Context: an optimization exercise on an open-source flow, tuned for small area, a short achievable clock period and few clock cycles. The choices shown serve that exercise and are no tape-out recipe. Only simulation tests tie the RTL to the original design; equivalence was not proved. Power and IR drop assume default switching activity.

[run.sh]
#!/bin/bash
# synth_recipe.tcl (not shown) runs the flow's synth.tcl, then flattens the netlist and writes it again
# the make line also repeats each setting of config.mk as NAME=value (left out here)
make -C /OpenROAD-flow-scripts/flow DESIGN_CONFIG=/design/flow/config.mk WORK_HOME=/design/flow/orfs CLKGATE_MAP_FILE= SYNTH_SCRIPT=/design/flow/synth_recipe.tcl finish
[config.mk]
export PLATFORM = sky130hd
export DESIGN_NAME = ranked_list_insert_remove_top
export DESIGN_NICKNAME = ranked_list_insert_remove_top
export VERILOG_FILES = /design/flow/design.v
export SDC_FILE = /design/flow/constraint.sdc
export NUM_CORES = 4
export LEC_CHECK = 0
export CAP_MARGIN = 20
export CORE_MARGIN = 2
export CORE_UTILIZATION = 40
export SLEW_MARGIN = 20
[constraint.sdc]
create_clock -name core_clock -period 6.0 [get_ports {clk}]
set_input_delay 1.2000 -clock core_clock [delete_from_list [all_inputs] [get_ports {clk}]]
set_output_delay 1.2000 -clock core_clock [all_outputs]
set_load 0.01 [all_outputs]
[design.v]
package rli_pkg;
    localparam int CAPACITY_DEF   = 64;
    localparam int ELEM_WIDTH_DEF = 32;
    localparam int OP_W   = 2;
    localparam int POS_W  = 7;
    localparam int WORD_W = 32;
    localparam int CNT_W  = 7;
    typedef enum logic [OP_W-1:0] {
        OP_INSERT = 2'd0,
        OP_REMOVE = 2'd1,
        OP_READ   = 2'd2,
        OP_WRITE  = 2'd3
    } op_t;
    typedef enum logic [1:0] {
        ST_OK    = 2'd0,
        ST_RANGE = 2'd1,
        ST_FULL  = 2'd2,
        ST_ORDER = 2'd3
    } status_t;
endpackage
module rli_ram #(
    parameter int WIDTH = 32,
    parameter int DEPTH = 64
) (
    input  logic                     clk,
    input  logic                     wr_en,
    input  logic [$clog2(DEPTH)-1:0] wr_addr,
    input  logic [WIDTH-1:0]         wr_data,
    input  logic                     rd_en,
    input  logic [$clog2(DEPTH)-1:0] rd_addr,
    output logic [WIDTH-1:0]         rd_data
);
    logic [WIDTH-1:0] mem [DEPTH];
    always_ff @(posedge clk)
    begin
        if (wr_en)
        begin
            mem[wr_addr] <= wr_data;
        end
        if (rd_en)
        begin
            rd_data <= mem[rd_addr];
        end
    end
endmodule
import rli_pkg::*;
module ranked_list_insert_remove_top #(
    parameter int CAPACITY   = CAPACITY_DEF,
    parameter int ELEM_WIDTH = ELEM_WIDTH_DEF
) (
    input  logic              clk,
    input  logic              rst_n,
    input  logic              in_valid,
    output logic              in_stall,
    input  logic [OP_W-1:0]   operation,
    input  logic [POS_W-1:0]  position,
    input  logic [POS_W-1:0]  end_position,
    input  logic [WORD_W-1:0] value,
    output logic              out_valid,
    input  logic              out_stall,
    output logic [WORD_W-1:0] read_value,
    output logic [1:0]        status,
    output logic [CNT_W-1:0]  removed_count,
    output logic [CNT_W-1:0]  count_after
);
    localparam int AW = $clog2(CAPACITY);
    localparam int CW = $clog2(CAPACITY + 1);
    localparam int PW = (CW > POS_W) ? CW : POS_W;
    typedef enum logic [3:0] {
        S_IDLE  = 4'b0001,   
        S_SHIFT = 4'b0010,   
        S_PUT   = 4'b0100,   
        S_DONE  = 4'b1000    
    } state_t;
    state_t          state_reg;
    logic [CW-1:0]   count_reg;
    logic            issue_reg;       
    logic            pend_reg;        
    logic            out_valid_reg;
    logic [1:0]             op_reg;
    logic [1:0]         status_reg;
    logic [AW-1:0]   pos_reg;
    logic [ELEM_WIDTH-1:0] val_reg;
    logic [CW-1:0]   n_reg;           
    logic [AW-1:0]   ptr_reg;         
    logic [AW-1:0]   last_reg;        
    logic [AW-1:0]   pend_addr_reg;   
    logic [WORD_W-1:0] read_value_reg;
    logic [1:0]           status_out_reg;
    logic [CNT_W-1:0]  removed_reg;
    logic [CNT_W-1:0]  count_after_reg;
    logic                  ram_wr_en;
    logic [AW-1:0]         ram_wr_addr;
    logic [ELEM_WIDTH-1:0] ram_wr_data;
    logic                  ram_rd_en;
    logic [AW-1:0]         ram_rd_addr;
    logic [ELEM_WIDTH-1:0] ram_rd_data;
    logic    in_xfer;
    logic    out_free;
    logic [1:0]     dec_op;
    logic [1:0] dec_status;
    logic [PW-1:0] pos_ext;
    logic [PW-1:0] endp_ext;
    logic [PW-1:0] cnt_ext;
    logic [PW-1:0] hi_clip;
    logic [CW-1:0] n_calc;
    logic [CW-1:0] count_new;
    assign in_stall = (state_reg != S_IDLE);
    assign in_xfer  = in_valid && !in_stall;
    assign out_free = !out_valid_reg || !out_stall;
    always_comb
    begin
        dec_op   = operation;
        pos_ext  = PW'(position);
        endp_ext = PW'(end_position);
        cnt_ext  = PW'(count_reg);
        hi_clip  = (endp_ext > cnt_ext) ? cnt_ext : endp_ext;
        n_calc   = CW'(hi_clip - pos_ext);
        case (dec_op)
            OP_INSERT:
            begin
                if (pos_ext > cnt_ext)
                    dec_status = ST_RANGE;
                else if (count_reg == CW'(CAPACITY))
                    dec_status = ST_FULL;
                else
                    dec_status = ST_OK;
            end
            OP_REMOVE:
            begin
                if (endp_ext < pos_ext)
                    dec_status = ST_ORDER;
                else if (pos_ext > cnt_ext)
                    dec_status = ST_RANGE;
                else
                    dec_status = ST_OK;
            end
            default:
            begin
                dec_status = (pos_ext < cnt_ext) ? ST_OK : ST_RANGE;
            end
        endcase
    end
    always_comb
    begin
        ram_wr_en   = 1'b0;
        ram_wr_addr = pend_addr_reg;
        ram_wr_data = ram_rd_data;
        ram_rd_en   = 1'b0;
        ram_rd_addr = ptr_reg;
        unique case (state_reg)
            S_IDLE:
            begin
                ram_rd_addr = AW'(position);
                ram_wr_addr = AW'(position);
                ram_wr_data = ELEM_WIDTH'(value);
                ram_rd_en   = in_xfer && (dec_op == OP_READ) && (dec_status == ST_OK);
                ram_wr_en   = in_xfer && (dec_op == OP_WRITE) && (dec_status == ST_OK);
            end
            S_SHIFT:
            begin
                ram_rd_en   = issue_reg;
                ram_wr_en   = pend_reg;
                ram_wr_addr = (op_reg == OP_INSERT) ? (pend_addr_reg + AW'(1))
                                                    : (pend_addr_reg - AW'(n_reg));
            end
            S_PUT:
            begin
                ram_wr_en   = 1'b1;
                ram_wr_addr = pos_reg;
                ram_wr_data = val_reg;
            end
            S_DONE:
            begin
                ram_wr_en = 1'b0;
            end
            default:
            begin
                ram_wr_en = 1'b0;
            end
        endcase
    end
    always_comb
    begin
        count_new = count_reg;
        if (status_reg == ST_OK)
        begin
            if (op_reg == OP_INSERT)
                count_new = count_reg + CW'(1);
            else if (op_reg == OP_REMOVE)
                count_new = count_reg - n_reg;
        end
    end
    always_ff @(posedge clk or negedge rst_n)
    begin
        if (!rst_n)
        begin
            state_reg     <= S_IDLE;
            count_reg     <= '0;
            issue_reg     <= 1'b0;
            pend_reg      <= 1'b0;
            out_valid_reg <= 1'b0;
        end
        else
        begin
            if (out_valid_reg && !out_stall)
                out_valid_reg <= 1'b0;
            pend_reg <= 1'b0;
            unique case (state_reg)
                S_IDLE:
                begin
                    if (in_xfer)
                    begin
                        state_reg <= S_DONE;
                        if (dec_status == ST_OK && dec_op == OP_INSERT)
                        begin
                            if (cnt_ext > pos_ext)
                            begin
                                state_reg <= S_SHIFT;
                                issue_reg <= 1'b1;
                            end
                            else
                                state_reg <= S_PUT;
                        end
                        else if (dec_status == ST_OK && dec_op == OP_REMOVE &&
                                 n_calc != '0 && hi_clip < cnt_ext)
                        begin
                            state_reg <= S_SHIFT;
                            issue_reg <= 1'b1;
                        end
                    end
                end
                S_SHIFT:
                begin
                    pend_reg <= issue_reg;
                    if (issue_reg && ptr_reg == last_reg)
                        issue_reg <= 1'b0;
                    if (!issue_reg)
                        state_reg <= (op_reg == OP_INSERT) ? S_PUT : S_DONE;
                end
                S_PUT:
                begin
                    state_reg <= S_DONE;
                end
                S_DONE:
                begin
                    if (out_free)
                    begin
                        count_reg     <= count_new;
                        out_valid_reg <= 1'b1;
                        state_reg     <= S_IDLE;
                    end
                end
                default:
                begin
                    state_reg <= S_IDLE;
                end
            endcase
        end
    end
    always_ff @(posedge clk)
    begin
        if (in_xfer)
        begin
            op_reg     <= dec_op;
            status_reg <= dec_status;
            pos_reg    <= AW'(position);
            val_reg    <= ELEM_WIDTH'(value);
            n_reg      <= n_calc;
            if (dec_op == OP_INSERT)
            begin
                ptr_reg  <= AW'(count_reg - CW'(1));
                last_reg <= AW'(position);
            end
            else
            begin
                ptr_reg  <= AW'(hi_clip);
                last_reg <= AW'(count_reg - CW'(1));
            end
        end
        else if (state_reg == S_SHIFT && issue_reg)
        begin
            pend_addr_reg <= ptr_reg;
            if (op_reg == OP_INSERT)
                ptr_reg <= ptr_reg - AW'(1);
            else
                ptr_reg <= ptr_reg + AW'(1);
        end
        if (state_reg == S_DONE && out_free)
        begin
            read_value_reg  <= (op_reg == OP_READ && status_reg == ST_OK)
                               ? WORD_W'(ram_rd_data) : '0;
            status_out_reg  <= status_reg;
            removed_reg     <= (op_reg == OP_REMOVE && status_reg == ST_OK)
                               ? CNT_W'(n_reg) : '0;
            count_after_reg <= CNT_W'(count_new);
        end
    end
    rli_ram #(
        .WIDTH (ELEM_WIDTH),
        .DEPTH (CAPACITY)
    ) u_ram (
        .clk     (clk),
        .wr_en   (ram_wr_en),
        .wr_addr (ram_wr_addr),
        .wr_data (ram_wr_data),
        .rd_en   (ram_rd_en),
        .rd_addr (ram_rd_addr),
        .rd_data (ram_rd_data)
    );
    assign out_valid     = out_valid_reg;
    assign read_value    = read_value_reg;
    assign status        = status_out_reg;
    assign removed_count = removed_reg;
    assign count_after   = count_after_reg;
endmodule
==> flow_summary_export.csv <==
group,metric,value,unit
run_status,status,"complete, no violations",
sta,slew_headroom,0.2060,
run,max_cap_violations,0,
yosys,synthesis.area,0.08753,mm²
layout,regMostFlops,"u_ram.mem",
floorplanning,die_w,471.8,µm
placed_design,io_buffers,101,
clock_tree,cts_sinks,2209,
clock_tree,cts_tree,"yes",
clock_tree,path_clk_slew,60,ps
yosys,syn_avg_cell_area,14.59,µm²
placed_design,pre_cts_ws,502.0,ps
yosys,synth_seq_area_share,0.7571,
sta,rsz0062_at_grt,"false",
yosys,synth_cell_type_count,79,
clock_tree,clock_latency,860,ps
yosys,async_flop_share,0.006338,
sta,tightest_slew,1191,ps
sta,min_period_over_period,0.8214,
clock_tree,cts_hold_buffers,0,
power,peakVddDrop,383.2,µV
floorplanning,boundaryPins,102,
clock_tree,cts-resized-gates,0,
power,power.leakage,33.06,nW
grt,grt-ovfl-total,0,
floorplanning,die_y,471.8,µm
critical_path,cp-start-kind,"register",
detailed_routing,wl_met2,121700,µm
critical_path,critPathArrivalTime,5530,ps
sta,setup_slack,1072,ps
placed_design,place.gp.congestion,0.9126,
yosys,synth_nets,6105,
detailed_routing,drtIter0Drc,8922,
grt,grt.total_usage,0.2402,
detailed_routing,num_vias,54520,
yosys,synth_edf_count,2195,
sta,setup_violations,0,
detailed_routing,wl,272200,µm
detailed_routing,routed-wl-met3,30120,µm
floorplanning,start_util,0.4027,
layout,drive_gt1_frac,0.1262,
clock_tree,h-tree-depth,4,
clock_tree,clockBufferDepth,3,
clock_tree,cts_buffers,213,
layout,syn_to_final_growth,15.42,%
clock_tree,postCtsSetupBuffers,0,
detailed_routing,drtPass1Iterations,14,
grt,grt_pass1_wl,385100,µm
grt,antenna_found_initial,33,
layout,stdcell_area,0.1010,mm²
yosys,yosysWarnings,2,
layout,largest_register_ffs,2048,
floorplanning,die-area,0.2226,mm²
detailed_routing,dr.max_layer_used,"met5",
detailed_routing,ant_nets,0,
power,powerDensity,492.7,mW/mm²
detailed_routing,drt-vias-per-instance,5.863,
critical_path,critPathRequiredTime,6600,ps
clock_tree,clock-root-buffer,"clkbuf_16",
yosys,synth-seq-cells,2209,
critical_path,path_class,"reg2reg",
sta,hold_viol,0,
sta,clock.fmax,202.9,MHz
critical_path,worst_setup_path_end_kind,"register",
detailed_routing,drt-met1-wl,109300,µm
layout,utilization,0.4648,
critical_path,path_max_fanout,84,
grt,grt_pass1_vias,51480,
worst_hold_path,hp-class,"reg2reg",
floorplanning,core,0.2174,mm²
yosys,syn_inst,5999,
detailed_routing,wl_per_cell,29.27,µm
sta,fin_tns_setup,0,ps
sta,min_period,4928,ps
sta,slew_viol_final,0,
sta,skew,43.48,ps
placed_design,dp_hpwl,166400,µm
placed_design,detailed_place.area,0.09448,mm²
layout,nNetsFinal,6339,
grt,grt_max_degree,104,
yosys,synth-main-ff-cell,"edfxtp_1",
detailed_routing,drc,0,
floorplanning,fp-row-count,171,
## cells by family after synthesis
group	after synthesis	synth area share
AND/OR/NAND/NOR	2299	0.1159
flip-flops	2209	0.7571
AO/OA/AOI/OAI	791	0.05754
buffers and inverters	394	0.01883
multiplexers	225	0.03994
adder cells (fa/ha/maj)	54	0.008062
XOR/XNOR	27	0.002702
## cells in the final DEF (no fill, tap or decap), types with 12 or more instances in the layout
cell	instances
xnor2_1	19
a21oi_1	240
clkdlybuf4s50_1	101
mux2_2	13
nand2_4	12
edfxtp_1	2195
o22ai_1	30
nand2_2	25
and2_1	36
o211ai_1	39
nor2_4	74
buf_12	81
nor3_1	36
a31oi_1	180
nand2_1	1314
nand3_1	512
buf_4	192
or4_1	29
a22oi_1	121
mux2i_1	109
diode_2	37
clkinv_1	56
clkbuf_1	59
clkbuf_16	218
nor2_1	42
o21ai_0	61
a221oi_1	23
clkinv_2	34
mux4_2	96
ha_1	50
nand4_1	151
o221ai_1	27
inv_1	36
dfrtp_1	13
## metal layers
metal,track usage,vias up
li1,-,23410
met2,0.3574,3069
met4,0.09926,10
met1,0.3429,27660
met5,0,-
met3,0.05188,372
## worst paths after layout
kind | start | endpoint | cells after the start | slack, ps
worst min register to register | issue_reg | issue_reg | 1 | 520
min in group asynchronous | rst_n | state_reg[2] | 1 | 820
worst max register to register | state_reg[0] | u_ram.rd_data[17] | 9 | 1070
worst max-delay path | state_reg[0] | u_ram.rd_data[17] | 9 | 1070
max in group asynchronous | rst_n | count_reg[6] | 1 | 4690
worst min-delay path | issue_reg | issue_reg | 1 | 520
## worst max-delay path, stage by stage (launching register included)
cell and delay (ps):
dfstp_2 580, nor4b_4 290, buf_4 540, mux2i_4 720, buf_12 410, nand2_2 730, o211ai_1 600, a21oi_1 130
buf_4 150, or4_1 470
## synth_stat cells (all sizes together), types with 7 or more instances
cell	count	area share
nand3	515	0.030
xnor2	19	0.0019
xor2	8	0.00080
dfrtp	13	0.0037
buf	143	0.0081
nand4	151	0.011
nand2b	10	0.00071
o221ai	27	0.0027
nor2	118	0.0053
or3	8	0.00057
ha	50	0.0071
or4	29	0.0025
o211ai	39	0.0033
mux2i	114	0.013
a32oi	10	0.0010
and2	38	0.0027
nor2b	7	0.00050
and3	7	0.00050
mux4	96	0.025
a22oi	121	0.010
nor3	36	0.0021
o22ai	30	0.0021
clkbuf	212	0.0091
a31oi	180	0.013
mux2	15	0.0020
edfxtp	2195	0.75
inv	38	0.0016
a21oi	240	0.014
nand2	1351	0.058
o21ai	66	0.0038
a211oi	8	0.00069
a221oi	23	0.0023
## stage by stage
step                instances  hold slack [ps]  power [mW]
CTS                      9262            512.3       49.68
global route             9299            549.4       51.30
floorplan                5999            432.3       28.84
detailed placement       8872            507.3       37.19
finish                   9299            521.9       49.78
global placement         8872            531.6       36.94
## power breakdown
part	internal (mW)	total (mW)	switching (mW)	leakage, nW
Clock	6.94	12.6	5.69	3.15
Sequential	19.5	19.7	0.181	20.0
Combinational	4.42	17.5	13.1	9.91
Total	30.8	49.8	18.9	33.1
## cell type report
cell class                      count  area [µm²]
Fill cell                       18700      116300
Clock inverter                    109       720.7
Tap cell                         2854        3571
Antenna cell                       37       92.59
Sequential cell                  2209       66260
Timing Repair Buffer              374        4074
Inverter                           39       146.4
Multi-Input combinational cell   3396       20430
Clock buffer                      281        5732
Testbench counts, summed over its fixed seeds: cycles 41,064.

==> separate check: timing with driven ports <==
No port has a modelled driver above. Below, the same layout with a new extraction and two added sets of constraints.
Step 1 (the two cells are an assumption about what drives the block):
set clk [get_ports {clk}]
set_driving_cell -lib_cell sky130_fd_sc_hd__clkbuf_16 $clk
set_driving_cell -lib_cell sky130_fd_sc_hd__buf_2 [delete_from_list [all_inputs] $clk]
Step 2 also shifts input and output timing later by t, the mid clock arrival at the registers, as if the neighbouring blocks saw the same clock.
Slacks: no drivers / after step 1 / after step 2; pairs: no drivers / after step 1.
shift t [ns]: 0.927
setup slack, ns: 1.072 / 1.072 / 0.481
hold slack, ns: 0.522 / 0.522 / 0.522
worst setup path after step 2: input to register
cell pins on the clock port's net: 1
After both steps setup and hold are still met in this run. For this run, drivers alone change the setup slack by 0.000 ns; drivers and shift together by -0.591 ns.
